From an optimization exercise on the open Yosys and OpenROAD flow, aimed at small area and a short achievable clock period; shortcuts taken in it are not production practice.
Only simulation tests tie the RTL to the original design; equivalence was not proved.
No activity file was given, so power comes from the tool's default toggle rates.

--- flow/design.v ---
package param_rr_scheduler_pkg;
  localparam int DISPATCH_W   = 32;
  localparam int DEST_LSB_DEF = 2;
  function automatic int clog2(input int v);
    int r;
    begin
      r = 0;
      while ((1 << r) < v) r = r + 1;
      clog2 = r;
    end
  endfunction
endpackage
module sched_fifo_sync
#(
  parameter int DATA_W = 32,
  parameter int DEPTH  = 16
) (
  input  logic                  i_clk,
  input  logic                  i_rst,
  input  logic                  i_wr_en,
  input  logic [DATA_W-1:0]     i_wr_data,
  input  logic                  i_rd_en,
  output logic [DATA_W-1:0]     o_rd_data,
  output logic [param_rr_scheduler_pkg::clog2(DEPTH):0] o_count,
  output logic                  o_full,
  output logic                  o_nempty
);
  localparam int AW = param_rr_scheduler_pkg::clog2(DEPTH);
  localparam int JW = DEPTH / 2;
  logic [DATA_W-1:0] mem [DEPTH];
  logic [JW-1:0]     wr_ptr;
  logic [JW-1:0]     rd_ptr;
  logic [AW:0]       count;
  logic [AW:0]       count_inc;
  logic [AW:0]       count_dec;
  logic              nempty;
  logic              do_wr;
  logic [DEPTH-1:0]  wr_sel;
  logic [DEPTH-1:0]  rd_sel;
  function automatic logic [DEPTH-1:0] jdec(input logic [JW-1:0] p);
    logic [DEPTH-1:0] s;
    s[0]  = !p[0] && !p[JW-1];
    s[JW] =  p[0] &&  p[JW-1];
    for (int i = 1; i < JW; i++) begin
      s[i]      =  p[i-1] && !p[i];
      s[JW + i] = !p[i-1] &&  p[i];
    end
    jdec = s;
  endfunction
  assign o_full    = count[AW];
  assign o_nempty  = nempty;
  assign o_count   = count;
  assign do_wr     = i_wr_en && !count[AW];
  assign wr_sel    = jdec(wr_ptr);
  assign rd_sel    = jdec(rd_ptr);
  assign count_inc = count + 1'b1;
  assign count_dec = count - 1'b1;
  always_comb begin
    o_rd_data = '0;
    for (int i = 0; i < DEPTH; i++)
      o_rd_data = o_rd_data | (mem[i] & {DATA_W{rd_sel[i]}});
  end
  always_ff @(posedge i_clk) begin
    if (i_rst) begin
      wr_ptr <= '0;
      rd_ptr <= '0;
      count  <= '0;
      nempty <= 1'b0;
    end else begin
      if (do_wr)   wr_ptr <= {wr_ptr[JW-2:0], !wr_ptr[JW-1]};
      if (i_rd_en) rd_ptr <= {rd_ptr[JW-2:0], !rd_ptr[JW-1]};
      if (do_wr && !i_rd_en)      count <= count_inc;
      else if (!do_wr && i_rd_en) count <= count_dec;
      nempty <= do_wr || (nempty && !(i_rd_en && count == (AW+1)'(1)));
    end
  end
  always_ff @(posedge i_clk) begin
    for (int i = 0; i < DEPTH; i++)
      if (do_wr && wr_sel[i]) mem[i] <= i_wr_data;
  end
endmodule
module param_rr_scheduler
#(
  parameter int NUM_PORTS  = 4,
  parameter int DATA_W     = param_rr_scheduler_pkg::DISPATCH_W,
  parameter int FIFO_DEPTH = 16,
  parameter int NUM_OUT    = 4,
  parameter int DEST_LSB   = param_rr_scheduler_pkg::DEST_LSB_DEF
) (
  input  logic                                      i_clk,
  input  logic                                      i_rst,
  input  logic [NUM_PORTS*DATA_W-1:0]               i_wr_data,
  input  logic [NUM_PORTS-1:0]                      i_wr_en,
  output logic [NUM_PORTS-1:0]                      o_full,
  output logic [NUM_PORTS*(param_rr_scheduler_pkg::clog2(FIFO_DEPTH)+1)-1:0] o_level,
  input  logic                                      i_mode,
  output logic                                      o_cb_valid,
  input  logic                                      i_cb_ready,
  output logic [DATA_W-1:0]                         o_cb_data,
  output logic [param_rr_scheduler_pkg::clog2(NUM_OUT)-1:0]                 o_cb_sel,
  output logic [param_rr_scheduler_pkg::clog2(NUM_PORTS)-1:0]               o_cb_src
);
  localparam int LW    = param_rr_scheduler_pkg::clog2(FIFO_DEPTH) + 1;
  localparam int SEL_W = param_rr_scheduler_pkg::clog2(NUM_OUT);
  localparam int SRC_W = param_rr_scheduler_pkg::clog2(NUM_PORTS);
  logic [DATA_W-1:0]    head [NUM_PORTS];
  logic [LW-1:0]        cnt  [NUM_PORTS];
  logic [NUM_PORTS-1:0] req;
  logic [NUM_PORTS-1:0] pop;
  logic [NUM_PORTS-1:0] rr_oh;      
  logic [NUM_PORTS-1:0] gnt_rr;
  logic [NUM_PORTS-1:0] gnt_sp;
  logic [NUM_PORTS-1:0] gnt;
  logic [SRC_W-1:0]     gnt_idx;
  logic                 gnt_vld;
  logic                 loadable;
  logic [DATA_W-1:0]    gnt_data;
  for (genvar k = 0; k < NUM_PORTS; k++) begin : g_q
    sched_fifo_sync #(
      .DATA_W(DATA_W),
      .DEPTH (FIFO_DEPTH)
    ) u_fifo (
      .i_clk    (i_clk),
      .i_rst    (i_rst),
      .i_wr_en  (i_wr_en[k]),
      .i_wr_data(i_wr_data[k*DATA_W +: DATA_W]),
      .i_rd_en  (pop[k]),
      .o_rd_data(head[k]),
      .o_count  (cnt[k]),
      .o_full   (o_full[k]),
      .o_nempty (req[k])
    );
    assign o_level[k*LW +: LW] = cnt[k];
    assign pop[k] = loadable && gnt[k];
  end
  assign loadable = !o_cb_valid || i_cb_ready;
  assign gnt_vld  = |req;
  always_comb begin : p_arb
    logic blocked;
    int   idx;
    gnt_sp  = '0;
    blocked = 1'b0;
    for (int i = 0; i < NUM_PORTS; i++) begin
      gnt_sp[i] = req[i] && !blocked;
      blocked   = blocked || req[i];
    end
    gnt_rr = '0;
    for (int k = 0; k < NUM_PORTS; k++) begin
      for (int d = 0; d < NUM_PORTS; d++) begin
        blocked = 1'b0;
        for (int e = 1; e <= d; e++)
          blocked = blocked || req[(k - e + NUM_PORTS) % NUM_PORTS];
        gnt_rr[k] = gnt_rr[k] ||
                    (rr_oh[(k - d + NUM_PORTS) % NUM_PORTS] && !blocked);
      end
      gnt_rr[k] = gnt_rr[k] && req[k];
    end
  end
  assign gnt = i_mode ? gnt_sp : gnt_rr;
  always_comb begin
    gnt_idx  = o_cb_src  & {SRC_W{!loadable}};
    gnt_data = o_cb_data & {DATA_W{!loadable}};
    for (int i = 0; i < NUM_PORTS; i++) begin
      gnt_idx  = gnt_idx  | (SRC_W'(i) & {SRC_W{pop[i]}});
      gnt_data = gnt_data | (head[i]   & {DATA_W{pop[i]}});
    end
  end
  assign o_cb_sel = o_cb_data[DEST_LSB +: SEL_W];
  always_ff @(posedge i_clk) begin
    if (i_rst) begin
      o_cb_valid <= 1'b0;
      rr_oh      <= NUM_PORTS'(1);
    end else if (loadable) begin
      o_cb_valid <= gnt_vld;
      if (gnt_vld) rr_oh <= {gnt[NUM_PORTS-2:0], gnt[NUM_PORTS-1]};
    end
  end
  always_ff @(posedge i_clk) begin
    o_cb_data <= gnt_data;
    o_cb_src  <= gnt_idx;
  end
endmodule
--- flow/constraint.sdc ---
create_clock -name core_clock -period 4.5 [get_ports {i_clk}]
set_input_delay 0.9000 -clock core_clock [delete_from_list [all_inputs] [get_ports {i_clk}]]
set_output_delay 0.9000 -clock core_clock [all_outputs]
set_load 0.01 [all_outputs]
--- flow/run.sh ---
#!/bin/bash
# synth_recipe.tcl (not shown) runs the flow's synth.tcl, then flattens the netlist and writes it again
# the make line also repeats each setting of config.mk as NAME=value (left out here)
make -C /OpenROAD-flow-scripts/flow DESIGN_CONFIG=/design/flow/config.mk WORK_HOME=/design/flow/orfs CLKGATE_MAP_FILE= SYNTH_SCRIPT=/design/flow/synth_recipe.tcl finish
--- flow/config.mk ---
export PLATFORM = sky130hd
export DESIGN_NAME = param_rr_scheduler
export DESIGN_NICKNAME = param_rr_scheduler
export VERILOG_FILES = /design/flow/design.v
export SDC_FILE = /design/flow/constraint.sdc
export NUM_CORES = 4
export LEC_CHECK = 0
export CAP_MARGIN = 20
export CORE_MARGIN = 2
export CORE_UTILIZATION = 70
export SETUP_SLACK_MARGIN = 2.25
export SLEW_MARGIN = 20
==> out/results.tsv, run 1 <==
metric	value	unit
#FFs+latches synth	2175	
Worst Tran Pin Value	1.161	ns
Peak Freq	0.3923	GHz
dpl ws	0.8172	ns
Area growth, synth to finish	23.12	%
Min-Delay Path Depth	2	
Most Frequent Cell on Critical Path	buf_12	
htree depth	4	
total grt overflow	0	
Final Critical Period	2.549	ns
reg2reg end	o_cb_data[17]	
Core Region	0.1139	mm^2
Pins Over Slew Limit	0	
commonest non-fill, non-tap cell in the layout	edfxtp_1	
post-synth top area share	0.7677	
vias in the first global route	50970	
Hold/Removal Path Class	reg -> reg	
worst setup path startpoint	g_q[0].u_fifo.rd_ptr[5]	
drt total wl	273600	um
Yosys top cell by area	edfxtp_1	
Rows	124	
setup_tns	0	ns
crit path DAT	3.20	ns
share of layout cells above drive strength 1	0.2697	
yosys warns	5	
most area-consuming cells after synthesis	edfxtp_1 77%, a22oi_1 5.8%, dfxtp_1 3.2%	
RSZ-0062 raised after global routing	yes	
worst-case reg-to-reg path depth	9	
Antenna Nets Post-Route	0	
outcome	timing/DRC/antenna clean	
total number of vias	54214	
Most used DFF post-synth	edfxtp_1	
CTS tree	done	
r2r setup slk	1.95	ns
router iterations before antenna repair	8	
Seq/Total Area, Yosys	0.7995	
HP Start	o_cb_data[15]	
Post-Synthesis Cells	4663	
clk latency of the worst-skew pair	0.83	ns
Port Buffers	196	
die width	342.3	um
cell breakdown of the critical path	buf_12 > buf_12 > buf_6 > nor2b_4 > buf_12 > a222oi_1 > nand4_1 > a22oi_2 > nand4_1	
Req. time, crit path	5.15	ns
final hold vios	0	
Startpoint Class	flop	
Setup Skew	0.02702	ns
Pleak	32.19	nW
Final WS setup	1.951	ns
final core occ	0.8660	
WHS Endpoint	o_cb_data[15]	
post-layout net count	5529	
Sink Count	2175	
Final setup viols	0	
Worst path slowest cell	nand4_1	
Total GRT Usage	0.4523	
critical path peak fanout	6	
hold_ws	0.4793	ns
starting density of the core	0.7034	
CP max stage delay	0.54	ns
critical path type	reg -> reg	
Vias/cell	7.661	
Post-DP HPWL	147900	um
pin count of the biggest net entering global routing	78	
hold_buf cts	0	
commonest non-fill, non-tap cells in the layout	2048 x edfxtp_1, 581 x a22oi_1, 443 x buf_4	
VDD IR max	0.0004924	V
Worst-path clk slew	0.06	ns
Initial DRC Count	10307	
number of synthesized flops with an enable pin	2048	
Residual DRC	0	
Tcrit/Tclk final	0.5664	
Syn Std Cell Area	0.08010	mm^2
routability congestion estimate	0.8838	
maxcap violations	0	
die outline height	342.3	um
syn avg cell area	17.18	um^2
IO Pins	197	
root buffer cell	clkbuf_16	
wire per inst	38.66	um
Die ar.	0.1172	mm^2
Net Count, Synth	4815	
share of flip-flops with an asynchronous set or reset	0	
Power Dens Cells	460.0	mW/mm^2
crit path capture type	flop	
RR Startpoint	g_q[0].u_fifo.rd_ptr[5]	
initial antenna violation count	24	
clock buffer depth	3	
max_slew headroom	0.2258	
Distinct cells, synth	67	
first-pass GRT wire length	370600	um
CTS Buf Count	204	
-- power by group --
group / internal [mW] / switching, mW / total, mW
clock: 9.50 / 7.44 / 16.9
sequential: 23.0 / 0.649 / 23.7
combinational: 1.77 / 2.97 / 4.75
-- final cells by class --
type                       count  area [um^2]
clock buffer                 298         5848
sequential                  2175        64350
multi-input combinational   2117        17270
tap                         1512         1892
timing repair buffer         830         8254
clock inverter                85        658.1
fill                        4736        15260
antenna                       11        27.53
inverter                      49        321.6
-- cell families after synthesis --
| kind of cell | count (synthesis) | share of synthesized area |
|---|---|---|
| multiplexers | 4 | 0.0004998 |
| adder cells (fa/ha/maj) | 16 | 0.002499 |
| AND/OR/NAND/NOR | 560 | 0.03424 |
| buffers and inverters | 372 | 0.01842 |
| flip-flops | 2175 | 0.7995 |
| XOR/XNOR | 16 | 0.001749 |
| AO/OA/AOI/OAI | 1520 | 0.1431 |
-- per-stage QoR --
step / instances / total power [mW] / area, um^2
after floorplan: 4663 / 25.52 / 80940
after global placement: 6304 / 27.66 / 85520
after detailed placement: 6304 / 27.74 / 85530
after CTS: 6944 / 44.62 / 96380
after global routing: 7073 / 46.13 / 98610
final: 7077 / 45.37 / 98620
-- Yosys cell counts, types with 9 or more instances --
library cell / instances
a22oi_1: 616
or4_1: 19
nor2b_1: 68
inv_1: 36
nand2b_1: 16
a31oi_1: 23
ha_1: 16
clkbuf_1: 246
a21oi_1: 121
o21a_1: 10
o221ai_1: 22
nand4_1: 46
o22ai_1: 109
a221oi_1: 232
dfxtp_1: 127
nand3_1: 25
o22a_1: 35
edfxtp_1: 2048
nor2_1: 148
buf_4: 10
nand4b_1: 9
o211ai_1: 13
nor3b_1: 10
o21ai_0: 80
nor3_1: 10
buf_2: 9
buf_1: 54
clkinv_1: 12
a222oi_1: 48
a22o_1: 111
nand2_1: 174
o31ai_1: 45
-- worst max-delay path, delay by kind of cell (launching register included) --
family	cells	cell delay, ns
compound gates	2	0.81
simple gates	3	0.74
buf+inv	4	0.47
flops	1	0.36
-- registers in the layout (all words and copies together), names as in the netlist --
| name | cells |
|---|---|
| g_q.u_fifo.rd_ptr | 32 |
| g_q.u_fifo.mem | 2048 |
| o_cb_src | 2 |
| g_q.u_fifo.wr_ptr | 32 |
| g_q.u_fifo.nempty | 4 |
| g_q.u_fifo.count | 20 |
| o_cb_valid | 1 |
| o_cb_data | 32 |
| rr_oh | 4 |
-- per-layer routing --
| metal | share of wire | track usage | vias up |
|---|---|---|---|
| met1 | 0.31 | 0.6051 | 26524 |
| met5 | 0.0014 | 0.01144 | - |
| met4 | 0.063 | 0.2357 | 32 |
| li1 | - | - | 20884 |
| met3 | 0.17 | 0.1540 | 1112 |
| met2 | 0.45 | 0.6672 | 5662 |
-- worst max path at each step --
stage	to	cells past startpoint
floorplan	g_q[1].u_fifo.count[4]	11
global placement	g_q[2].u_fifo.mem[8][29]	5
detailed placement	g_q[2].u_fifo.mem[8][29]	5
CTS	o_cb_data[31]	8
global route	o_cb_data[17]	9
finish	o_cb_data[17]	9
-- what timing repair did --
item	in CTS	in global routing
pin swaps	115	138
setup buffers	246	117
resized for setup	830	242
endpoints found under the setup margin	870	339
gates cloned	11	5
==> run 2, diff against run 1 <==
--- a/flow/design.v
+++ b/flow/design.v
@@ -28,6 +28,8 @@
   localparam int AW = param_rr_scheduler_pkg::clog2(DEPTH);
-  localparam int JW = DEPTH / 2;
-  logic [DATA_W-1:0] mem [DEPTH];
-  logic [JW-1:0]     wr_ptr;
-  logic [JW-1:0]     rd_ptr;
+  localparam int BD = DEPTH - 1;    
+  logic [DATA_W-1:0] mem [BD];
+  logic [DATA_W-1:0] head;
+  logic [DATA_W-1:0] mem_rd;
+  logic [3:0]        wr_ptr;
+  logic [3:0]        rd_ptr;
   logic [AW:0]       count;
@@ -36,14 +38,19 @@
   logic              nempty;
+  logic              one;
   logic              do_wr;
-  logic [DEPTH-1:0]  wr_sel;
-  logic [DEPTH-1:0]  rd_sel;
-  function automatic logic [DEPTH-1:0] jdec(input logic [JW-1:0] p);
-    logic [DEPTH-1:0] s;
-    s[0]  = !p[0] && !p[JW-1];
-    s[JW] =  p[0] &&  p[JW-1];
-    for (int i = 1; i < JW; i++) begin
-      s[i]      =  p[i-1] && !p[i];
-      s[JW + i] = !p[i-1] &&  p[i];
+  logic              ld_mem;
+  logic              ld_wr;
+  logic              hold;
+  logic [BD-1:0]     wr_sel;
+  logic [BD-1:0]     rd_sel;
+  function automatic logic [3:0] lfsr_next(input logic [3:0] p);
+    lfsr_next = {p[2:0], p[3] ^ p[2]};
+  endfunction
+  function automatic logic [BD-1:0] lfsr_dec(input logic [3:0] p);
+    logic [3:0] s;
+    s = 4'd1;
+    for (int i = 0; i < BD; i++) begin
+      lfsr_dec[i] = (p == s);
+      s = lfsr_next(s);
     end
-    jdec = s;
   endfunction
@@ -52,11 +59,21 @@
   assign o_count   = count;
+  assign o_rd_data = head;
   assign do_wr     = i_wr_en && !count[AW];
-  assign wr_sel    = jdec(wr_ptr);
-  assign rd_sel    = jdec(rd_ptr);
+  assign one       = (count == (AW+1)'(1));
+  assign wr_sel    = lfsr_dec(wr_ptr);
+  assign rd_sel    = lfsr_dec(rd_ptr);
   assign count_inc = count + 1'b1;
   assign count_dec = count - 1'b1;
+  assign ld_mem = i_rd_en && !one;
+  assign ld_wr  = do_wr && (!nempty || (i_rd_en && one));
+  assign hold   = !(ld_mem || ld_wr);
   always_comb begin
-    o_rd_data = '0;
-    for (int i = 0; i < DEPTH; i++)
-      o_rd_data = o_rd_data | (mem[i] & {DATA_W{rd_sel[i]}});
+    mem_rd = '0;
+    for (int i = 0; i < BD; i++)
+      mem_rd = mem_rd | (mem[i] & {DATA_W{rd_sel[i]}});
+  end
+  always_ff @(posedge i_clk) begin
+    head <= (head      & {DATA_W{hold}})
+          | (mem_rd    & {DATA_W{ld_mem}})
+          | (i_wr_data & {DATA_W{ld_wr}});
   end
@@ -64,4 +81,4 @@
     if (i_rst) begin
-      wr_ptr <= '0;
-      rd_ptr <= '0;
+      wr_ptr <= 4'd1;
+      rd_ptr <= 4'd1;
       count  <= '0;
@@ -69,7 +86,7 @@
     end else begin
-      if (do_wr)   wr_ptr <= {wr_ptr[JW-2:0], !wr_ptr[JW-1]};
-      if (i_rd_en) rd_ptr <= {rd_ptr[JW-2:0], !rd_ptr[JW-1]};
+      if (do_wr && !ld_wr) wr_ptr <= lfsr_next(wr_ptr);
+      if (ld_mem)          rd_ptr <= lfsr_next(rd_ptr);
       if (do_wr && !i_rd_en)      count <= count_inc;
       else if (!do_wr && i_rd_en) count <= count_dec;
-      nempty <= do_wr || (nempty && !(i_rd_en && count == (AW+1)'(1)));
+      nempty <= do_wr || (nempty && !(i_rd_en && one));
     end
@@ -77,3 +94,3 @@
   always_ff @(posedge i_clk) begin
-    for (int i = 0; i < DEPTH; i++)
+    for (int i = 0; i < BD; i++)
       if (do_wr && wr_sel[i]) mem[i] <= i_wr_data;
--- a/flow/config.mk
+++ b/flow/config.mk
@@ -9,3 +9,3 @@
 export CORE_MARGIN = 2
-export CORE_UTILIZATION = 70
+export CORE_UTILIZATION = 55
 export SETUP_SLACK_MARGIN = 2.25
==> run 2 against run 1 <==
Still clean on timing, DRC and antenna. First-iteration DRC count fell by 24%. Sequential power up 5%. Combinational power rose by 87%. Worst hold slack improved by 0.0056 ns. Largest power group unchanged.
==> out/results.tsv, run 2 <==
metric	value	unit	change
Final Non-Filler Cells	7692		was 7077
Core Region	0.1482	mm^2	was 0.1139 mm^2
clk latency of the worst-skew pair	0.84	ns	was 0.83 ns
sequential power share	0.489		was 0.522
r2r setup slk	2.06	ns	was 1.95 ns
total number of vias	53030		was 54214
cell breakdown of the critical path	clkdlybuf4s50_1 > nand2b_2 > clkinv_2 > and3_1 > and2_4		was buf_12 > buf_12 > buf_6 > nor2b_4 > buf_12 > a222oi_1 > nand4_1 > a22oi_2 > nand4_1
Post-DP HPWL	138900	um	was 147900 um
max_slew headroom	0.2751		was 0.2258
Yosys top cell by area	edfxtp_1		unchanged
CP max stage delay	0.73	ns	was 0.54 ns
number of synthesized flops with an enable pin	1920		was 2048
final hold vios	0		unchanged
Pins Over Slew Limit	0		unchanged
IO Pins	197		unchanged
hold_ws	0.4849	ns	was 0.4793 ns
most instantiated library cell after synthesis	edfxtp_1		unchanged
Residual DRC	0		unchanged
RR Startpoint	g_q[1].u_fifo.count[4]		was g_q[0].u_fifo.rd_ptr[5]
Seq/Total Area, Yosys	0.7551		was 0.7995
Total GRT Usage	0.3411		was 0.4523
commonest non-fill, non-tap cell in the layout	edfxtp_1		unchanged
post-layout net count	5752		was 5529
routability congestion estimate	0.8841		was 0.8838
starting density of the core	0.5552		was 0.7034
drt total wl	267300	um	was 273600 um
Initial DRC Count	7809		was 10307
sw frac	0.2833		was 0.2439
most area-consuming cells after synthesis	edfxtp_1 70%, dfxtp_1 5.4%, a22oi_1 3.0%		was edfxtp_1 77%, a22oi_1 5.8%, dfxtp_1 3.2%
root buffer cell	clkbuf_16		unchanged
dpl ws	0.8235	ns	was 0.8172 ns
placed insts	7027		was 6304
maxcap violations	0		unchanged
Most used DFF post-synth	edfxtp_1		unchanged
Sink Count	2143		was 2175
router iterations before antenna repair	10		was 8
Area growth, synth to finish	19.47	%	was 23.12%
Port Buffers	196		unchanged
Net Count, Synth	5332		was 4815
outcome	timing/DRC/antenna clean		unchanged
Worst-path clk slew	0.06	ns	about the same
first-pass GRT wire length	371300	um	was 370600 um
Req. time, crit path	4.94	ns	was 5.15 ns
crit path DAT	2.95	ns	was 3.20 ns
Setup Skew	0.02626	ns	was 0.02702 ns
die width	390.8	um	was 342.3 um
Design Area, Final	0.09829	mm^2	was 0.09862 mm^2
Hold/Removal Path Class	reg -> reg		unchanged
Critical Path End	g_q[1].u_fifo.mem[9][31]		was o_cb_data[17]
Post-Synthesis Cells	5148		was 4663
Final setup viols	0		unchanged
critical path peak fanout	32		was 6
share of flip-flops with an asynchronous set or reset	0		unchanged
htree depth	4		unchanged
Comb pwr share	0.175		was 0.105
Rows	141		was 124
hold_buf cts	0		unchanged
worst-case reg-to-reg path depth	4		was 9
Die ar.	0.1527	mm^2	was 0.1172 mm^2
Commonest cells post-synth	1920 x edfxtp_1, 332 x a22oi_1, 248 x a21oi_1		was 2048 x edfxtp_1, 616 x a22oi_1, 246 x clkbuf_1
initial antenna violation count	18		was 24
Vias/cell	6.894		was 7.661
critical path type	in -> reg		was reg -> reg
number of flip-flops in the largest register	1920		was 2048
CTS tree	done		unchanged
Syn Std Cell Area	0.08227	mm^2	was 0.08010 mm^2
share of layout cells above drive strength 1	0.1976		was 0.2697
Antenna Nets Post-Route	0		unchanged
RSZ-0062 raised after global routing	yes		unchanged
dpl cell area	0.08710	mm^2	was 0.08553 mm^2
die outline height	390.8	um	was 342.3 um
Tcrit/Tclk final	0.5580		was 0.5664
VDD IR max	0.0003713	V	was 0.0004924 V
Largest Register	g_q.u_fifo.mem		unchanged
Pleak	31.84	nW	was 32.19 nW
Peak Freq	0.3983	GHz	was 0.3923 GHz
yosys warns	5		unchanged
Final WS setup	1.989	ns	was 1.951 ns
Power Dens Cells	516.6	mW/mm^2	was 460.0 mW/mm^2
crit path capture type	flop		unchanged
final core occ	0.6633		was 0.8660
clock network fraction of total power	0.336		was 0.373
syn avg cell area	15.98	um^2	was 17.18 um^2
post-synth top area share	0.7008		was 0.7677
Distinct cells, synth	78		was 67
pin count of the biggest net entering global routing	61		was 78
vias in the first global route	49195		was 50970
#FFs+latches synth	2143		was 2175
Power, Total	50.77	mW	was 45.37 mW
clock buffer depth	3		unchanged
Worst path slowest cell	and2_4		was nand4_1
worst setup path startpoint	i_wr_en[1]		was g_q[0].u_fifo.rd_ptr[5]
Top Registers	g_q.u_fifo.mem x1920, g_q.u_fifo.head x128, o_cb_data x32		
Worst Tran Pin Value	1.086	ns	was 1.161 ns
Pint	36.39	mW	was 34.30 mW
Final Critical Period	2.511	ns	was 2.549 ns
Startpoint Class	primary input		was flop
CTS Buf Count	211		was 204
total grt overflow	0		unchanged
wire per inst	34.75	um	was 38.66 um
reg2reg end	g_q[1].u_fifo.mem[9][31]		was o_cb_data[17]
commonest non-fill, non-tap cells in the layout	1920 x edfxtp_1, 310 x a22oi_1, 243 x nand2_1		was 2048 x edfxtp_1, 581 x a22oi_1, 443 x buf_4
Sw Pwr	14.38	mW	was 11.06 mW
setup_tns	0	ns	unchanged
==> run 2: kinds of logic after synthesis <==
kind of cell,after synthesis,share of synthesized area
multiplexers,172,0.02373
buffers and inverters,451,0.02248
adder cells (fa/ha/maj),48,0.007300
AO/OA/AOI/OAI,1575,0.1455
XOR/XNOR,16,0.001703
flip-flops,2143,0.7551
AND/OR/NAND/NOR,743,0.04424
==> run 2: what timing repair did <==
| item | CTS | global route |
|---|---|---|
| gates resized for setup | 621 | 152 |
| cloned | 9 | 12 |
| setup buffers | 144 | 93 |
| pin swaps | 45 | 86 |
| hold endpoints to repair | 0 | 0 |
| endpoints found under the setup margin | 1882 | 1176 |
==> run 2: critical path: cells and delay by family <==
family,cells,cell delay (ns)
buf+inv,2,0.70
simple gates,3,1.30
==> run 2: final cells by class <==
class	instances	area, um^2
well taps	1930	2415
multi-input cells	2559	19470
flip-flops and latches	2143	62370
diodes	8	20.02
fillers	10233	49900
clock buffers	341	6205
repair buffers	601	7133
clock inverters	58	447.9
inverters	52	232.7
==> run 2: layer usage <==
layer,up-vias,GRT usage,wire length (um)
met5,-,0,142
met3,502,0.08143,31850
li1,22034,-,-
met2,3400,0.5088,120500
met4,20,0.1186,9268
met1,27074,0.4939,105600
==> run 2: how the worst min path moves through the flow <==
stage | startpoint | endpoint | slack (ns) | cells past startpoint
final | g_q[0].u_fifo.head[27] | o_cb_data[27] | 0.48 | 2
after global routing | g_q[0].u_fifo.head[27] | o_cb_data[27] | 0.50 | 2
after CTS | g_q[0].u_fifo.head[27] | o_cb_data[27] | 0.47 | 2
after detailed placement | g_q[3].u_fifo.head[21] | g_q[3].u_fifo.head[21] | 0.48 | 1
after global placement | g_q[0].u_fifo.head[22] | o_cb_data[22] | 0.46 | 2
after floorplan | g_q[0].u_fifo.head[0] | o_cb_data[0] | 0.44 | 2
==> run 2: power groups by stage <==
stage / Sequential (mW) / Clock, mW / Combinational (mW)
3_3_place_gp: 25.2 / 0 / 7.17
6_report: 24.8 / 17.0 / 8.90
3_5_place_dp: 25.2 / 0 / 7.27
2_1_floorplan: 23.9 / 0 / 4.61
5_1_grt: 24.9 / 17.9 / 9.36
4_1_cts: 24.7 / 17.1 / 8.31
==> run 3, diff against run 2 <==
==> flow/flow/run.sh (new file) <==
#!/bin/bash
# The standard ORFS layout (the standard.sh, standard synthesis), with
# two changes to how the layout is built:
#  - clock tree: larger sink clusters and no dummy loads, so fewer leaf
#    buffers drive the registers (every register still gets its clock
#    through the same three buffer levels);
#  - port buffers: a plain buf_2 on every input and output port instead of
#    the delay cell buffer_ports picks by default.
# make's full output goes to flow_make.log here; ORFS keeps each step's log
# under orfs/logs/.
set -euo pipefail
export CTS_ARGS="-sink_clustering_enable -repair_clock_nets -dont_use_dummy_load -sink_clustering_size 24 -sink_clustering_max_diameter 150"
export BUFFER_PORTS_ARGS="-buffer_cell sky130_fd_sc_hd__buf_2"
bash standard.sh finish > flow_make.log 2>&1
==> flow/standard.sh (new file) <==
#!/bin/bash
# synth_recipe.tcl (not shown) runs the flow's synth.tcl, then flattens the netlist and writes it again
# the make line also repeats each setting of config.mk as NAME=value (left out here)
make -C /OpenROAD-flow-scripts/flow DESIGN_CONFIG=/design/flow/config.mk WORK_HOME=/design/flow/orfs CLKGATE_MAP_FILE= SYNTH_SCRIPT=/design/flow/synth_recipe.tcl "${@:-finish}"
--- a/flow/config.mk
+++ b/flow/config.mk
@@ -9,3 +9,3 @@
 export CORE_MARGIN = 2
-export CORE_UTILIZATION = 55
+export CORE_UTILIZATION = 70
 export SETUP_SLACK_MARGIN = 2.25
removed: flow/run.sh
==> run 3 against run 2 <==
Count of clock-buffer cells in the layout fell by 242. Cell count fell by 8.7%. Via count up 2.2%. Sequential share of layout area is 3.7 points higher. Sequential power about the same. Clock power fell by 43%. Critical path depth up 4. Critical endpoint is now g_q[2].u_fifo.head[30].
==> out/results.tsv, run 3 <==
metric	value	unit	change
r2r setup slk	2.00	ns	was 2.06 ns
crit path DAT	3.11	ns	was 2.95 ns
GR Layer Usage met1	0.5750		was 0.4939
die outline height	346.8	um	was 390.8 um
clk latency of the worst-skew pair	0.76	ns	was 0.84 ns
Synth Area in XOR/XNOR	0.001703		unchanged
htree depth	3		was 4
max_slew headroom	0.3575		was 0.2751
Net Count, Synth	5332		unchanged
post-layout net count	5669		was 5752
Top Usage Layer GRT	met2		unchanged
most area-consuming cells after synthesis	edfxtp_1 70%, dfxtp_1 5.4%, a22oi_1 3.0%		unchanged
Final Critical Period	2.497	ns	was 2.511 ns
Peak Freq	0.4005	GHz	was 0.3983 GHz
mux contribution to synthesized area	0.02373		unchanged
Hold/Removal Path Class	reg -> reg		unchanged
first-pass GRT wire length	356400	um	was 371300 um
Final setup viols	0		unchanged
setup_tns	0	ns	unchanged
Tcrit/Tclk final	0.5549		was 0.5580
main combinational cell family by area after synthesis	compound AO/OA/AOI/OAI gates		unchanged
yosys warns	5		unchanged
starting density of the core	0.7070		was 0.5552
final hold vios	0		unchanged
critical path type	reg -> reg		was in -> reg
sequential power share	0.575		was 0.489
Initial DRC Count	10664		was 7809
Seq/Total Area, Yosys	0.7551		unchanged
hold_buf cts	0		unchanged
total grt overflow	0		unchanged
Rows	125		was 141
HP Start	g_q[0].u_fifo.head[22]		was g_q[0].u_fifo.head[27]
Pint	30.33	mW	was 36.39 mW
Post-DP HPWL	130500	um	was 138900 um
router iterations before antenna repair	10		unchanged
met2 GRT Util	0.6042		was 0.5088
Power Dens Cells	464.7	mW/mm^2	was 516.6 mW/mm^2
compound-gate portion of the synthesized area	0.1455		unchanged
#FFs+latches synth	2143		unchanged
Antenna Nets Post-Route	0		unchanged
maxcap violations	0		unchanged
Total GRT Usage	0.4128		was 0.3411
share of layout cells above drive strength 1	0.2008		was 0.1976
Commonest cells post-synth	1920 x edfxtp_1, 332 x a22oi_1, 248 x a21oi_1		unchanged
initial antenna violation count	35		was 18
pin count of the biggest net entering global routing	61		unchanged
number of synthesized flops with an enable pin	1920		unchanged
Sink Count	2143		unchanged
clock network fraction of total power	0.225		was 0.336
Setup Skew	0.04129	ns	was 0.02626 ns
Worst Tran Pin Value	0.9595	ns	was 1.086 ns
Final Non-Filler Cells	7023		was 7692
RSZ-0062 raised after global routing	yes		unchanged
placed insts	6604		was 7027
CTS Buf Count	99		was 211
Pleak	29.88	nW	was 31.84 nW
wire per inst	36.92	um	was 34.75 um
Core Region	0.1164	mm^2	was 0.1482 mm^2
RR Startpoint	g_q[2].u_fifo.rd_ptr[2]		was g_q[1].u_fifo.count[4]
Port Buffers	196		unchanged
Die ar.	0.1203	mm^2	was 0.1527 mm^2
Distinct cells, synth	78		unchanged
WHS Endpoint	o_cb_data[22]		was o_cb_data[27]
crit path capture type	flop		unchanged
root buffer cell	clkbuf_16		unchanged
critical path peak fanout	7		was 32
worst-case reg-to-reg path depth	9		was 4
Syn Std Cell Area	0.08227	mm^2	unchanged
Area growth, synth to finish	12.82	%	was 19.47%
Min-Delay Path Depth	2		unchanged
Largest Register	g_q.u_fifo.mem		unchanged
VDD IR max	0.0004031	V	was 0.0003713 V
Top Registers	g_q.u_fifo.mem x1920, g_q.u_fifo.head x128, o_cb_data x32		unchanged
commonest non-fill, non-tap cell in the layout	edfxtp_1		unchanged
syn avg cell area	15.98	um^2	unchanged
met3 usage	0.1384		was 0.08143
sw frac	0.2969		was 0.2833
Startpoint Class	flop		was primary input
Post-Synthesis Cells	5148		unchanged
Req. time, crit path	5.12	ns	was 4.94 ns
Comb pwr share	0.201		was 0.175
outcome	timing/DRC/antenna clean		unchanged
total number of vias	54185		was 53030
number of flip-flops in the largest register	1920		unchanged
Sw Pwr	12.81	mW	was 14.38 mW
Most used DFF post-synth	edfxtp_1		unchanged
most instantiated library cell after synthesis	edfxtp_1		unchanged
Synth Area in Adders	0.007300		unchanged
drt total wl	259300	um	was 267300 um
share of flip-flops with an asynchronous set or reset	0		unchanged
Worst-path clk slew	0.10	ns	was 0.06 ns
die width	346.8	um	was 390.8 um
Residual DRC	0		unchanged
Yosys top cell by area	edfxtp_1		unchanged
commonest non-fill, non-tap cells in the layout	1920 x edfxtp_1, 319 x a22oi_1, 244 x buf_4		was 1920 x edfxtp_1, 310 x a22oi_1, 243 x nand2_1
hold_ws	0.5044	ns	was 0.4849 ns
reg2reg end	g_q[2].u_fifo.head[30]		was g_q[1].u_fifo.mem[9][31]
post-synth top area share	0.7008		unchanged
clock buffer depth	3		unchanged
Pins Over Slew Limit	0		unchanged
Synth Area in Simple Gates	0.04424		unchanged
Vias/cell	7.715		was 6.894
IO Pins	197		unchanged
routability congestion estimate	0.9442		was 0.8841
vias in the first global route	50098		was 49195
CTS tree	done		unchanged
-- run 3: changes by cell type in the layout (fill, tap and decap cells not counted), moves of 12 or more --
cell / delta
buf_4: +22
clkbuf_8: -32
clkinv_2: -25
clkbuf_16: -116
dfxtp_1: +15
clkinv_1: -18
and2_4: +27
clkbuf_1: -92
buf_2: +167
buf_12: -12
buf_6: -32
clkdlybuf4s50_1: -132
-- run 3: kinds of logic after synthesis --
kind of cell             after synthesis
flip-flops                          2143
AO/OA/AOI/OAI                       1575
AND/OR/NAND/NOR                      743
buffers and inverters                451
multiplexers                         172
adder cells (fa/ha/maj)               48
XOR/XNOR                              16
-- run 3: what timing repair did --
action,in CTS,in global routing
pin swaps,57,91
gates resized for setup,268,223
setup buffers,145,117
setup endpoints to repair,1886,1198
cloned,24,18
-- run 3: how the worst max path moves through the flow --
stage | end | from | cells after the start
floorplan | g_q[2].u_fifo.count[4] | i_cb_ready | 11
global route | g_q[2].u_fifo.head[30] | g_q[2].u_fifo.rd_ptr[2] | 10
CTS | g_q[3].u_fifo.mem[4][31] | g_q[3].u_fifo.count[4] | 4
detailed placement | g_q[2].u_fifo.count[4] | i_cb_ready | 11
global placement | g_q[2].u_fifo.count[4] | i_cb_ready | 11
finish | g_q[2].u_fifo.head[30] | g_q[2].u_fifo.rd_ptr[2] | 9
-- run 3: worst max-delay path, cell delays in order, from the launching register on --
cell and delay, ns:
dfxtp_4 0.40, inv_4 0.05, buf_6 0.11, ha_4 0.22
buf_12 0.17, a222oi_1 0.55, mux2_4 0.26, a21oi_1 0.07
o31a_1 0.28, a221o_1 0.28
-- run 3: final cells by class --
cell class              count  area, um^2
flip-flops and latches   2143       62330
fillers                  6263       23540
well taps                1524        1907
repair buffers            609        6088
inverters                  52       231.5
multi-input cells        2580       19750
diodes                     16       40.04
clock buffers              99        2477
-- run 3: power groups by stage --
| stage | Combinational [mW] | Sequential [mW] | Clock [mW] |
|---|---|---|---|
| 5_1_grt | 8.96 | 24.8 | 10.3 |
| 4_1_cts | 7.77 | 24.6 | 9.60 |
| 3_5_place_dp | 6.87 | 25.1 | 0 |
| 6_report | 8.66 | 24.8 | 9.69 |
| 3_3_place_gp | 6.73 | 25.0 | 0 |
| 2_1_floorplan | 4.61 | 23.9 | 0 |
-- run 3: routing by layer --
| layer | vias to the layer above | routed length (um) |
|---|---|---|
| met2 | 4932 | 115300 |
| met3 | 779 | 43180 |
| met4 | 32 | 13250 |
| li1 | 21674 | - |
| met1 | 26768 | 87350 |
| met5 | - | 201 |
-- run 3: per-stage QoR --
stage | total power, mW | util | setup slack (ns) | cell area [um^2]
floorplan | 28.56 | - | 1.614 | 82550
global placement | 31.78 | 0.7314 | 1.300 | 85100
detailed placement | 31.94 | 0.7315 | 1.268 | 85110
CTS | 41.94 | 0.7784 | 2.029 | 90580
global route | 44.02 | 0.7975 | 2.022 | 92800
finish | 43.13 | 0.7977 | 2.003 | 92820
==> run 4, diff against run 3 <==
--- a/flow/design.v
+++ b/flow/design.v
@@ -32,3 +32,3 @@
   logic [DATA_W-1:0] mem_rd;
-  logic [3:0]        wr_ptr;
+  logic [BD-1:0]     wr_ptr;     
   logic [3:0]        rd_ptr;
@@ -62,3 +62,3 @@
   assign one       = (count == (AW+1)'(1));
-  assign wr_sel    = lfsr_dec(wr_ptr);
+  assign wr_sel    = wr_ptr;
   assign rd_sel    = lfsr_dec(rd_ptr);
@@ -81,3 +81,3 @@
     if (i_rst) begin
-      wr_ptr <= 4'd1;
+      wr_ptr <= BD'(1);
       rd_ptr <= 4'd1;
@@ -86,3 +86,3 @@
     end else begin
-      if (do_wr && !ld_wr) wr_ptr <= lfsr_next(wr_ptr);
+      if (do_wr && !ld_wr) wr_ptr <= {wr_ptr[BD-2:0], wr_ptr[BD-1]};
       if (ld_mem)          rd_ptr <= lfsr_next(rd_ptr);
==> run 4 against run 3 <==
Still clean. Routed wire length down 0.19%. Combinational power decreased by 2%. Count of clock-buffer cells in the layout is 2 higher.
==> out/results.tsv, run 4 <==
metric	value	unit	change
number of synthesized flops with an enable pin	1920		unchanged
crit path DAT	2.98	ns	was 3.11 ns
Commonest cells post-synth	1920 x edfxtp_1, 288 x nand2_1, 285 x a22oi_1		was 1920 x edfxtp_1, 332 x a22oi_1, 248 x a21oi_1
hold_buf cts	0		unchanged
Antenna Nets Post-Route	0		unchanged
Final setup viols	0		unchanged
Yosys top cell by area	edfxtp_1		unchanged
post-layout net count	5652		was 5669
worst path buffer plus inverter count	1		was 3
total number of vias	54047		was 54185
htree depth	3		unchanged
#FFs+latches synth	2187		was 2143
critical path type	reg -> reg		unchanged
Tcrit/Tclk final	0.5340		was 0.5549
Seq/Total Area, Yosys	0.7525		was 0.7551
critical path peak fanout	33		was 7
metal3 WL	40650	um	was 43180 um
CTS Buf Count	101		was 99
initial antenna violation count	26		was 35
Total GRT Usage	0.4087		was 0.4128
Pint	30.63	mW	was 30.33 mW
Worst Tran Pin Value	0.9655	ns	was 0.9595 ns
IO Pins	197		unchanged
Vias/cell	7.613		was 7.715
sw frac	0.2959		was 0.2969
Comb pwr share	0.196		was 0.201
DR top layer	met5		unchanged
met2 routed WL	116200	um	was 115300 um
Worst path slowest cell	a222oi_1		unchanged
final core occ	0.7938		was 0.7977
number of flip-flops in the largest register	1920		unchanged
commonest non-fill, non-tap cells in the layout	1920 x edfxtp_1, 285 x nand2_1, 276 x a22oi_1		was 1920 x edfxtp_1, 319 x a22oi_1, 244 x buf_4
Fillers	6297		was 6263
Peak Freq	0.4162	GHz	was 0.4005 GHz
drt total wl	258800	um	was 259300 um
Sw Pwr	12.87	mW	was 12.81 mW
wire per inst	36.46	um	was 36.92 um
most instantiated library cell after synthesis	edfxtp_1		unchanged
post-synth top area share	0.6887		was 0.7008
Hold/Removal Path Class	reg -> reg		unchanged
VDD IR max	0.0004144	V	was 0.0004031 V
Worst-path clk slew	0.10	ns	about the same
root buffer cell	clkbuf_16		unchanged
Residual DRC	0		unchanged
Top Registers	g_q.u_fifo.mem x1920, g_q.u_fifo.head x128, g_q.u_fifo.wr_ptr x60		was g_q.u_fifo.mem x1920, g_q.u_fifo.head x128, o_cb_data x32
placed insts	6696		was 6604
Most used DFF post-synth	edfxtp_1		unchanged
met1 WL	87790	um	was 87350 um
Pins Over Slew Limit	0		unchanged
Setup Skew	0.06392	ns	was 0.04129 ns
outcome	timing/DRC/antenna clean		unchanged
maxcap violations	0		unchanged
Area growth, synth to finish	12.26	%	was 12.82%
syn avg cell area	16.07	um^2	was 15.98 um^2
Rows	126		was 125
Syn Std Cell Area	0.08372	mm^2	was 0.08227 mm^2
crit path capture type	flop		unchanged
Power Dens Cells	462.9	mW/mm^2	was 464.7 mW/mm^2
CTS tree	done		unchanged
sequential power share	0.576		was 0.575
max_slew headroom	0.3563		was 0.3575
Final Non-Filler Cells	7099		was 7023
router iterations before antenna repair	10		unchanged
clock buffer depth	3		unchanged
die width	349.8	um	was 346.8 um
total grt overflow	0		unchanged
Pleak	30.30	nW	was 29.88 nW
Largest Register	g_q.u_fifo.mem		unchanged
Post-DP HPWL	127000	um	was 130500 um
vias in the first global route	50165		was 50098
die outline height	349.8	um	was 346.8 um
Sink Count	2187		was 2143
first-pass GRT wire length	356200	um	was 356400 um
clk latency of the worst-skew pair	0.75	ns	was 0.76 ns
share of flip-flops with an asynchronous set or reset	0		unchanged
routability congestion estimate	0.9932		was 0.9442
CP delay by family, top	compound AO/OA/AOI/OAI gates		unchanged
share of layout cells above drive strength 1	0.1952		was 0.2008
r2r setup slk	2.10	ns	was 2.00 ns
Die ar.	0.1224	mm^2	was 0.1203 mm^2
Core Region	0.1184	mm^2	was 0.1164 mm^2
yosys warns	5		unchanged
starting density of the core	0.7071		was 0.7070
CP max stage delay	0.85	ns	was 0.55 ns
Distinct cells, synth	85		was 78
Post-Synthesis Cells	5210		was 5148
Final Critical Period	2.403	ns	was 2.497 ns
final hold vios	0		unchanged
pin count of the biggest net entering global routing	65		was 61
commonest non-fill, non-tap cell in the layout	edfxtp_1		unchanged
Initial DRC Count	10677		was 10664
Port Buffers	196		unchanged
setup_tns	0	ns	unchanged
most area-consuming cells after synthesis	edfxtp_1 69%, dfxtp_1 6.4%, a22oi_1 2.6%		was edfxtp_1 70%, dfxtp_1 5.4%, a22oi_1 3.0%
Net Count, Synth	5378		was 5332
cell breakdown of the critical path	nor2b_4 > o31ai_4 > a21boi_4 > buf_4 > a222oi_1 > nand2_1		was inv_4 > buf_6 > ha_4 > buf_12 > a222oi_1 > mux2_4 > a21oi_1 > o31a_1 > a221o_1
Startpoint Class	flop		unchanged
clock network fraction of total power	0.228		was 0.225
RSZ-0062 raised after global routing	yes		unchanged
Req. time, crit path	5.07	ns	was 5.12 ns
==> run 4: worst reg2reg max path, stage by stage (launching register included) <==
cell and delay, ns:
dfxtp_4 0.45, nor2b_4 0.08, o31ai_4 0.35, a21boi_4 0.11
buf_4 0.27, a222oi_1 0.86, nand2_1 0.12
==> run 4: stage by stage <==
step           total power, mW  setup slack [ns]  hold slack [ns]  area (um^2)
6_report                 43.51             2.097           0.4680        93990
5_1_grt                  44.33             2.121           0.5022        93970
4_1_cts                  42.38             2.196           0.4676        92080
3_5_place_dp             32.25             1.354           0.4556        86320
3_3_place_gp             32.05             1.300           0.4563        86280
2_1_floorplan            28.97             1.564           0.4332        84150
==> run 4: layout make-up <==
cell class | instances | area (um^2) | share of cell area
well taps | 1600 | 2002 | 0.02130
diodes | 17 | 42.54 | 0.0004526
inverters | 47 | 230.2 | 0.002450
multi-input cells | 2577 | 19960 | 0.2124
clock buffers | 101 | 2527 | 0.02689
repair buffers | 570 | 6047 | 0.06434
flip-flops and latches | 2187 | 63170 | 0.6721
==> run 4: power groups by stage <==
stage	sequential (mW)	clock, mW	combinational, mW
after floorplan	24.2	0	4.75
after global placement	25.4	0	6.67
after detailed placement	25.4	0	6.84
after CTS	24.8	9.85	7.68
after global routing	25.0	10.5	8.85
final	25.0	9.94	8.53
==> run 4: what timing repair did <==
item | in CTS | in global routing
pin swaps | 61 | 82
gates cloned | 20 | 18
setup endpoints to repair | 1749 | 256
endpoints found under the hold margin | 0 | 0
gates resized for setup | 223 | 184
setup buffers | 158 | 89
==> run 4: cell families after synthesis <==
family,synth area share
DFF,0.7525
AOI/OAI and AO/OA,0.1429
and+or+nand+nor,0.04268
buffers and inverters,0.02366
muxes,0.03174
adders and majority gates,0.004782
xor gates and xnor gates,0.001674
==> run 4: per-layer routing <==
| layer | vias to the layer above | track usage |
|---|---|---|
| met1 | 26781 | 0.5671 |
| li1 | 21777 | - |
| met3 | 718 | 0.1183 |
| met4 | 20 | 0.1997 |
| met5 | - | 0.001962 |
| met2 | 4751 | 0.6026 |
==> run 4: path summary, 6_finish.rpt <==
path | endpoint | start | depth (start not counted)
min reg2reg | g_q[0].u_fifo.wr_ptr[14] | g_q[0].u_fifo.wr_ptr[13] | 2
max reg2reg | o_cb_data[15] | g_q[3].u_fifo.nempty | 6
max | o_cb_data[15] | g_q[3].u_fifo.nempty | 6
min | g_q[0].u_fifo.wr_ptr[14] | g_q[0].u_fifo.wr_ptr[13] | 2
==> run 5, diff against run 4 <==
--- a/flow/design.v
+++ b/flow/design.v
@@ -33,6 +33,8 @@
   logic [BD-1:0]     wr_ptr;     
-  logic [3:0]        rd_ptr;
+  logic [BD-1:0]     rd_ptr;     
   logic [AW:0]       count;
-  logic [AW:0]       count_inc;
-  logic [AW:0]       count_dec;
+  logic [AW:0]       count_inc;    
+  logic [AW:0]       count_dec;    
+  logic              cnt_up;
+  logic              cnt_dn;
   logic              nempty;
@@ -45,13 +47,2 @@
   logic [BD-1:0]     rd_sel;
-  function automatic logic [3:0] lfsr_next(input logic [3:0] p);
-    lfsr_next = {p[2:0], p[3] ^ p[2]};
-  endfunction
-  function automatic logic [BD-1:0] lfsr_dec(input logic [3:0] p);
-    logic [3:0] s;
-    s = 4'd1;
-    for (int i = 0; i < BD; i++) begin
-      lfsr_dec[i] = (p == s);
-      s = lfsr_next(s);
-    end
-  endfunction
   assign o_full    = count[AW];
@@ -63,5 +54,16 @@
   assign wr_sel    = wr_ptr;
-  assign rd_sel    = lfsr_dec(rd_ptr);
-  assign count_inc = count + 1'b1;
-  assign count_dec = count - 1'b1;
+  assign rd_sel    = rd_ptr;
+  always_comb begin
+    logic ones, zeros;
+    ones  = 1'b1;
+    zeros = 1'b1;
+    for (int i = 0; i <= AW; i++) begin
+      count_inc[i] = ones;
+      count_dec[i] = zeros;
+      ones  = ones  &&  count[i];
+      zeros = zeros && !count[i];
+    end
+  end
+  assign cnt_up = do_wr && !i_rd_en;
+  assign cnt_dn = i_rd_en && !do_wr;
   assign ld_mem = i_rd_en && !one;
@@ -82,3 +84,3 @@
       wr_ptr <= BD'(1);
-      rd_ptr <= 4'd1;
+      rd_ptr <= BD'(1);
       count  <= '0;
@@ -87,5 +89,5 @@
       if (do_wr && !ld_wr) wr_ptr <= {wr_ptr[BD-2:0], wr_ptr[BD-1]};
-      if (ld_mem)          rd_ptr <= lfsr_next(rd_ptr);
-      if (do_wr && !i_rd_en)      count <= count_inc;
-      else if (!do_wr && i_rd_en) count <= count_dec;
+      if (ld_mem)          rd_ptr <= {rd_ptr[BD-2:0], rd_ptr[BD-1]};
+      count <= count ^ ((count_inc & {(AW+1){cnt_up}})
+                      | (count_dec & {(AW+1){cnt_dn}}));
       nempty <= do_wr || (nempty && !(i_rd_en && one));
--- a/flow/config.mk
+++ b/flow/config.mk
@@ -9,3 +9,3 @@
 export CORE_MARGIN = 2
-export CORE_UTILIZATION = 70
+export CORE_UTILIZATION = 55
 export SETUP_SLACK_MARGIN = 2.25
==> run 5 against run 4 <==
Non-clock buffer count shrank 242. Worst hold slack lost 0.0029 ns. Core utilization shrank 19 points. Critical path type unchanged. Largest power group unchanged. Highest routed layer unchanged.
==> out/results.tsv, run 5 <==
metric	value	unit	change
worst-case reg-to-reg path depth	6		unchanged
die outline height	387.1	um	was 349.8 um
outcome	timing/DRC/antenna clean		unchanged
sequential power share	0.647		was 0.576
number of synthesized flops with an enable pin	1920		unchanged
Final WS setup	2.202	ns	was 2.097 ns
total grt overflow	0		unchanged
Syn Std Cell Area	0.08073	mm^2	was 0.08372 mm^2
Top Registers	g_q.u_fifo.mem x1920, g_q.u_fifo.head x128		was g_q.u_fifo.mem x1920, g_q.u_fifo.head x128, g_q.u_fifo.wr_ptr x60
post-synth top area share	0.7142		was 0.6887
#FFs+latches synth	2231		was 2187
Synth Area in Adders	0.001240		was 0.004782
CP max stage delay	0.53	ns	was 0.85 ns
Fillers	10873		was 6297
Final Critical Period	2.298	ns	was 2.403 ns
Largest Register	g_q.u_fifo.mem		unchanged
Worst path slowest cell	buf_4		was a222oi_1
Worst Tran Pin Value	1.212	ns	was 0.9655 ns
Vias/cell	6.851		was 7.613
setup_tns	0	ns	unchanged
Distinct cells, synth	59		was 85
final core occ	0.5993		was 0.7938
Hold/Removal Path Class	reg -> reg		unchanged
RR Startpoint	g_q[1].u_fifo.nempty		was g_q[3].u_fifo.nempty
critical path peak fanout	38		was 33
Tcrit/Tclk final	0.5107		was 0.5340
Synth Area in XOR/XNOR	0.002170		was 0.001674
syn avg cell area	17.00	um^2	was 16.07 um^2
Die ar.	0.1499	mm^2	was 0.1224 mm^2
hold_ws	0.4651	ns	was 0.4680 ns
HP Start	g_q[1].u_fifo.wr_ptr[4]		was g_q[0].u_fifo.wr_ptr[13]
critical path type	reg -> reg		unchanged
cell breakdown of the critical path	buf_4 > and2_4 > inv_2 > a31oi_4 > buf_6 > mux2i_1		was nor2b_4 > o31ai_4 > a21boi_4 > buf_4 > a222oi_1 > nand2_1
mux contribution to synthesized area	0.01885		was 0.03174
compound-gate portion of the synthesized area	0.1219		was 0.1429
VDD IR max	0.0003052	V	was 0.0004144 V
Sink Count	2231		was 2187
Power Dens Cells	427.2	mW/mm^2	was 462.9 mW/mm^2
Most used DFF post-synth	edfxtp_1		unchanged
Rows	140		was 126
Min-Delay Path Depth	2		unchanged
r2r setup slk	2.20	ns	was 2.10 ns
commonest non-fill, non-tap cell in the layout	edfxtp_1		unchanged
hold_buf cts	0		unchanged
Total GRT Usage	0.3100		was 0.4087
Worst-path clk slew	0.10	ns	about the same
Port Buffers	196		unchanged
clock buffer depth	3		unchanged
Antenna Nets Post-Route	0		unchanged
Peak Freq	0.4352	GHz	was 0.4162 GHz
routability congestion estimate	0.8289		was 0.9932
Pleak	27.53	nW	was 30.30 nW
most instantiated library cell after synthesis	edfxtp_1		unchanged
Initial DRC Count	5889		was 10677
share of layout cells above drive strength 1	0.1366		was 0.1952
Sw Pwr	9.035	mW	was 12.87 mW
sw frac	0.2422		was 0.2959
CTS tree	done		unchanged
Residual DRC	0		unchanged
CP delay by family, top	buffers and inverters		was compound AO/OA/AOI/OAI gates
Yosys top cell by area	edfxtp_1		unchanged
Pint	28.28	mW	was 30.63 mW
clock network fraction of total power	0.271		was 0.228
Req. time, crit path	5.17	ns	was 5.07 ns
max_slew headroom	0.1917		was 0.3563
yosys warns	5		unchanged
Comb pwr share	0.082		was 0.196
Post-DP HPWL	126400	um	was 127000 um
total number of vias	46289		was 54047
root buffer cell	clkbuf_16		unchanged
Synth Area in Simple Gates	0.04402		was 0.04268
initial antenna violation count	34		was 26
first-pass GRT wire length	332700	um	was 356200 um
Area growth, synth to finish	8.191	%	was 12.26%
number of flip-flops in the largest register	1920		unchanged
IO Pins	197		unchanged
htree depth	3		unchanged
Setup Skew	0.04240	ns	was 0.06392 ns
starting density of the core	0.5539		was 0.7071
Final setup viols	0		unchanged
CTS Buf Count	102		was 101
crit path capture type	flop		unchanged
most area-consuming cells after synthesis	edfxtp_1 71%, dfxtp_1 7.7%, a22oi_1 6.7%		was edfxtp_1 69%, dfxtp_1 6.4%, a22oi_1 2.6%
Core Region	0.1457	mm^2	was 0.1184 mm^2
Commonest cells post-synth	1920 x edfxtp_1, 718 x a22oi_1, 311 x dfxtp_1		was 1920 x edfxtp_1, 288 x nand2_1, 285 x a22oi_1
share of flip-flops with an asynchronous set or reset	0		unchanged
pin count of the biggest net entering global routing	121		was 65
Seq/Total Area, Yosys	0.7913		was 0.7525
Net Count, Synth	4892		was 5378
Pins Over Slew Limit	0		unchanged
maxcap violations	0		unchanged
wire per inst	35.17	um	was 36.46 um
router iterations before antenna repair	8		was 10
die width	387.1	um	was 349.8 um
Post-Synthesis Cells	4748		was 5210
clk latency of the worst-skew pair	0.76	ns	was 0.75 ns
RSZ-0062 raised after global routing	yes		unchanged
dpl ws	1.040	ns	was 1.354 ns
WHS Endpoint	g_q[1].u_fifo.wr_ptr[5]		was g_q[0].u_fifo.wr_ptr[14]
crit path DAT	2.97	ns	was 2.98 ns
main combinational cell family by area after synthesis	compound AO/OA/AOI/OAI gates		unchanged
post-layout net count	4976		was 5652
reg2reg end	g_q[1].u_fifo.head[4]		was o_cb_data[15]
drt total wl	237700	um	was 258800 um
final hold vios	0		unchanged
vias in the first global route	44119		was 50165
worst path buffer plus inverter count	3		was 1
Startpoint Class	flop		unchanged
commonest non-fill, non-tap cells in the layout	1920 x edfxtp_1, 718 x a22oi_1, 221 x dfxtp_1		was 1920 x edfxtp_1, 285 x nand2_1, 276 x a22oi_1
-- run 5: changes by cell type after synthesis, moves of 60 or more --
| cell | previous run | this run |
|---|---|---|
| clkbuf_1 | 195 | 287 |
| nand3_1 | 109 | 221 |
| a22oi_1 | 285 | 718 |
| buf_1 | 74 | 14 |
| a31oi_1 | 73 | 2 |
| a21oi_1 | 253 | 41 |
| a221oi_1 | 98 | 25 |
| o21a_1 | 2 | 65 |
| nand4_1 | 13 | 103 |
| o21ai_0 | 101 | 30 |
| a22o_1 | 112 | 28 |
| a221o_1 | 147 | 64 |
| buf_2 | 122 | 25 |
| nand2_1 | 288 | 83 |
-- run 5: cells by family after synthesis --
logic type	count (synthesis)
flops	2231
fa+ha+maj	8
simple gates	699
xor+xnor	20
buf+inv	400
compound gates	1238
mux	152
-- run 5: power by group through the flow --
stage	combinational (mW)	sequential (mW)	clock, mW
2_1_floorplan	1.63	23.9	0
3_3_place_gp	2.76	24.6	0
3_5_place_dp	2.81	24.5	0
4_1_cts	2.94	24.1	10.2
5_1_grt	3.24	24.2	10.8
6_report	3.05	24.1	10.1
-- run 5: stage by stage --
step | power (mW) | std cells | area [um^2]
after floorplan | 25.55 | 4748 | 81130
after global placement | 27.32 | 6609 | 83880
after detailed placement | 27.36 | 6609 | 83890
after CTS | 37.23 | 6727 | 86980
after global routing | 38.23 | 6750 | 87320
final | 37.31 | 6757 | 87340
-- run 5: layout make-up --
cell class | count | area [um^2] | area share
multi-input cells | 2119 | 15790 | 0.1808
inverters | 50 | 220.2 | 0.002521
clock buffers | 102 | 2552 | 0.02922
repair buffers | 328 | 2296 | 0.02629
diodes | 10 | 25.02 | 0.0002865
well taps | 1917 | 2399 | 0.02746
flip-flops and latches | 2231 | 64060 | 0.7335
-- run 5: how the worst max path moves through the flow --
stage | start | endpoint | slack [ns] | depth (start not counted)
3_5_place_dp | i_mode | g_q[1].u_fifo.rd_ptr[0] | 1.04 | 9
5_1_grt | rr_oh[3] | g_q[0].u_fifo.count[4] | 2.12 | 10
4_1_cts | g_q[0].u_fifo.count[4] | g_q[0].u_fifo.mem[10][9] | 2.25 | 4
2_1_floorplan | i_mode | g_q[3].u_fifo.count[3] | 1.79 | 11
6_report | g_q[1].u_fifo.nempty | g_q[1].u_fifo.head[4] | 2.20 | 6
3_3_place_gp | i_mode | g_q[3].u_fifo.count[4] | 1.13 | 12
-- run 5: worst reg2reg max path: stages, from the launching register on --
cell and delay (ns):
dfxtp_1 0.48, buf_4 0.53, and2_4 0.27, inv_2 0.06, a31oi_4 0.26, buf_6 0.40, mux2i_1 0.25
-- run 5: timing repair --
action | CTS | global route
pin swaps | 5 | 7
gates resized for setup | 97 | 46
endpoints found under the setup margin | 538 | 311
setup buffers | 12 | 16
cloned | 4 | 4
-- run 5: layer usage --
| metal | part of all wire | vias up | track usage |
|---|---|---|---|
| met1 | 0.41 | 24144 | 0.4479 |
| met5 | 0.00088 | - | 0 |
| li1 | - | 19470 | - |
| met2 | 0.46 | 2287 | 0.4758 |
| met3 | 0.098 | 356 | 0.06345 |
| met4 | 0.033 | 32 | 0.1018 |
==> run 6, diff against run 5 <==
--- a/flow/config.mk
+++ b/flow/config.mk
@@ -10,3 +10,3 @@
 export CORE_UTILIZATION = 55
-export SETUP_SLACK_MARGIN = 2.25
+export SETUP_SLACK_MARGIN = 2.45
 export SLEW_MARGIN = 20
==> run 6 against run 5 <==
Still clean. Non-clock buffer count is 49 higher. Sequential power hardly changed. Cell count is 1.2% higher. Clock power hardly changed. Combinational power is 18% higher. Count of clock-buffer cells in the layout stayed put. Sequential share of layout area is 1.4 points lower. Synthesized cell count stayed put. Clock skew is 0.0089 ns lower. Critical path depth is 5 lower. Critical path type is now reg -> out. Largest cell class unchanged. Largest power group unchanged.
==> out/results.tsv, run 6 <==
metric	value	unit	change
Final Critical Period	2.247	ns	was 2.298 ns
Tcrit/Tclk final	0.4993		was 0.5107
worst path buffer plus inverter count	1		was 3
r2r setup slk	2.31	ns	was 2.20 ns
CP max stage delay	0.47	ns	was 0.53 ns
number of synthesized flops with an enable pin	1920		unchanged
commonest non-fill, non-tap cell in the layout	edfxtp_1		unchanged
syn avg cell area	17.00	um^2	unchanged
Area growth, synth to finish	10.42	%	was 8.191%
Rows	140		unchanged
crit path DAT	1.35	ns	was 2.97 ns
VDD IR max	0.0003106	V	was 0.0003052 V
Req. time, crit path	3.60	ns	was 5.17 ns
max_slew headroom	0.1891		was 0.1917
Commonest cells post-synth	1920 x edfxtp_1, 718 x a22oi_1, 311 x dfxtp_1		unchanged
Net Count, Synth	4892		unchanged
Final Non-Filler Cells	6839		was 6757
IO Pins	197		unchanged
placed insts	6579		was 6609
first-pass GRT wire length	337100	um	was 332700 um
initial antenna violation count	26		was 34
crit path capture type	output pin		was flop
share of layout cells above drive strength 1	0.1630		was 0.1366
hold_ws	0.4813	ns	was 0.4651 ns
CTS tree	done		unchanged
#FFs+latches synth	2231		unchanged
Worst-path clk slew	0.10	ns	about the same
Post-Synthesis Cells	4748		unchanged
CP delay by family, top	flip-flops		was buffers and inverters
DR top layer	met5		unchanged
outcome	timing/DRC/antenna clean		unchanged
drt total wl	252200	um	was 237700 um
Seq/Total Area, Yosys	0.7913		unchanged
commonest non-fill, non-tap cells in the layout	1920 x edfxtp_1, 718 x a22oi_1, 219 x nand3_1		was 1920 x edfxtp_1, 718 x a22oi_1, 221 x dfxtp_1
Peak Freq	0.4451	GHz	was 0.4352 GHz
Final setup viols	0		unchanged
critical path peak fanout	3		was 38
most instantiated library cell after synthesis	edfxtp_1		unchanged
hold_buf cts	0		unchanged
htree depth	3		unchanged
Pins Over Slew Limit	0		unchanged
met1 WL	100500	um	was 97570 um
Hold/Removal Path Class	reg -> reg		unchanged
die outline height	387.1	um	unchanged
Largest Register	g_q.u_fifo.mem		unchanged
number of flip-flops in the largest register	1920		unchanged
total grt overflow	0		unchanged
Top Registers	g_q.u_fifo.mem x1920, g_q.u_fifo.head x128		unchanged
Distinct cells, synth	59		unchanged
RSZ-0062 raised after global routing	yes		unchanged
Power Dens Cells	426.0	mW/mm^2	was 427.2 mW/mm^2
Worst path slowest cell	dfxtp_4		was buf_4
clock buffer depth	3		unchanged
Port Buffers	196		unchanged
pin count of the biggest net entering global routing	72		was 121
Residual DRC	0		unchanged
most area-consuming cells after synthesis	edfxtp_1 71%, dfxtp_1 7.7%, a22oi_1 6.7%		unchanged
WHS Endpoint	g_q[1].u_fifo.wr_ptr[11]		was g_q[1].u_fifo.wr_ptr[5]
Antenna Nets Post-Route	0		unchanged
Setup Skew	0.03351	ns	was 0.04240 ns
met2 routed WL	115000	um	was 108700 um
Min-Delay Path Depth	2		unchanged
reg2reg end	g_q[2].u_fifo.count[4]		was g_q[1].u_fifo.head[4]
clk latency of the worst-skew pair	0.76	ns	about the same
final hold vios	0		unchanged
post-synth top area share	0.7142		unchanged
CTS Buf Count	102		unchanged
Power, Total	37.97	mW	was 37.31 mW
Core Region	0.1457	mm^2	unchanged
Pleak	28.22	nW	was 27.53 nW
share of flip-flops with an asynchronous set or reset	0		unchanged
metal3 WL	28160	um	was 23280 um
Syn Std Cell Area	0.08073	mm^2	unchanged
root buffer cell	clkbuf_16		unchanged
maxcap violations	0		unchanged
Initial DRC Count	7493		was 5889
RR Startpoint	g_q[2].u_fifo.count[4]		was g_q[1].u_fifo.nempty
Startpoint Class	flop		unchanged
yosys warns	5		unchanged
setup_tns	0	ns	unchanged
total number of vias	47822		was 46289
routability congestion estimate	0.8266		was 0.8289
Most used DFF post-synth	edfxtp_1		unchanged
router iterations before antenna repair	6		was 8
Yosys top cell by area	edfxtp_1		unchanged
cell breakdown of the critical path	buf_6		was buf_4 > and2_4 > inv_2 > a31oi_4 > buf_6 > mux2i_1
Total GRT Usage	0.3153		was 0.3100
HP Start	g_q[1].u_fifo.wr_ptr[10]		was g_q[1].u_fifo.wr_ptr[4]
wire per inst	36.87	um	was 35.17 um
die width	387.1	um	unchanged
vias in the first global route	44009		was 44119
starting density of the core	0.5539		unchanged
Post-DP HPWL	123000	um	was 126400 um
worst-case reg-to-reg path depth	10		was 6
critical path type	reg -> out		was reg -> reg
post-layout net count	5059		was 4976
Sink Count	2231		unchanged
Die ar.	0.1499	mm^2	unchanged
Worst Tran Pin Value	1.216	ns	was 1.212 ns
Vias/cell	6.993		was 6.851
-- run 6: cell counts after synthesis --
No cell type changed its count.
-- run 6: how the worst max path moves through the flow --
| stage | startpoint | end | slack (ns) | depth (start not counted) |
|---|---|---|---|---|
| final | g_q[3].u_fifo.count[4] | o_full[3] | 2.25 | 1 |
| after global routing | g_q[3].u_fifo.count[4] | o_level[19] | 2.24 | 1 |
| after CTS | g_q[3].u_fifo.count[4] | o_level[19] | 2.25 | 1 |
| after detailed placement | i_wr_en[3] | g_q[3].u_fifo.head[20] | 1.31 | 8 |
| after global placement | i_mode | g_q[3].u_fifo.count[4] | 1.30 | 11 |
| after floorplan | i_mode | g_q[3].u_fifo.count[3] | 1.80 | 11 |
-- run 6: metrics by stage --
step,cell area (um^2),worst slack [ns],utilization
finish,89140,2.253,0.6116
CTS,87760,2.249,0.6021
global route,89120,2.237,0.6115
global placement,83540,1.300,0.5732
detailed placement,83610,1.306,0.5737
floorplan,81110,1.804,-
-- run 6: area by class of cell --
cell class / instances / area (um^2)
tap: 1917 / 2399
clock buffer: 102 / 2552
fill: 10748 / 56600
multi-input combinational: 2153 / 16410
timing repair buffer: 377 / 3430
sequential: 2231 / 64120
antenna: 9 / 22.52
inverter: 50 / 206.4
-- run 6: power breakdown --
part | switching [mW] | internal, mW | total, mW
Clock | 6.08 | 4.05 | 10.1
Combinational | 2.14 | 1.47 | 3.61
Sequential | 1.07 | 23.2 | 24.2
Total | 9.30 | 28.7 | 38.0
-- run 6: per-layer routing --
| layer | global-route usage | vias up |
|---|---|---|
| met1 | 0.4569 | 24846 |
| met3 | 0.06585 | 407 |
| met5 | 0 | - |
| met4 | 0.09020 | 24 |
| li1 | - | 19674 |
| met2 | 0.4879 | 2871 |
-- run 6: kinds of logic after synthesis --
logic type / Yosys count / share of synthesized area
buffers and inverters: 400 / 0.02047
XOR/XNOR: 20 / 0.002170
flip-flops: 2231 / 0.7913
AND/OR/NAND/NOR: 699 / 0.04402
multiplexers: 152 / 0.01885
AO/OA/AOI/OAI: 1238 / 0.1219
adder cells (fa/ha/maj): 8 / 0.001240
-- run 6: timing repair --
item                                    in CTS  in global routing
resized for setup                          290                119
gates cloned                                14                 39
pin swaps                                   19                 73
hold endpoints to repair                     0                  0
setup buffers                               48                 47
endpoints found under the setup margin     846               1210

-- afterwards: timing with drivers on the ports --
In the flow no input, the clock included, has a driving cell. The finished layouts below were timed again as built, in two steps. Step 1 (the two cells are an assumption about what drives the block):
set clk [get_ports {i_clk}]
set_driving_cell -lib_cell sky130_fd_sc_hd__clkbuf_16 $clk
set_driving_cell -lib_cell sky130_fd_sc_hd__buf_2 [delete_from_list [all_inputs] $clk]
Step 2 moves the port delays by t, midway between the first and last clock arrival at a register: inputs arrive t later, outputs are due t later. That takes back most of the time a late clock gives input paths. a / b / c = ideal ports / drivers / drivers and shift; a / b = the first two.
| run | shift t [ns] | setup slack, ns | latest minus earliest clock arrival (ns) | worst slew at a driven data input, ns | cell pins on the clock port's net |
|---|---|---|---|---|---|
| run 1 | 0.897 | 1.951 / 1.951 / 1.416 | 0.034 / 0.033 | 0.17 | 1 |
| run 2 | 0.915 | 1.989 / 2.045 / 1.139 | 0.033 / 0.033 | 0.18 | 1 |
| run 3 | 0.816 | 2.003 / 2.003 / 1.389 | 0.050 / 0.050 | 0.19 | 1 |
| run 4 | 0.804 | 2.097 / 2.097 / 1.372 | 0.069 / 0.069 | 0.19 | 1 |
| run 5 | 0.821 | 2.202 / 2.192 / 1.511 | 0.044 / 0.044 | 0.16 | 1 |
| run 6 | 0.825 | 2.253 / 2.168 / 1.601 | 0.039 / 0.039 | 0.18 | 1 |
After both steps every run listed still meets setup and hold. The setup slack of run 2, which loses most, moves by +0.056 ns with the drivers and by -0.850 ns with both steps.
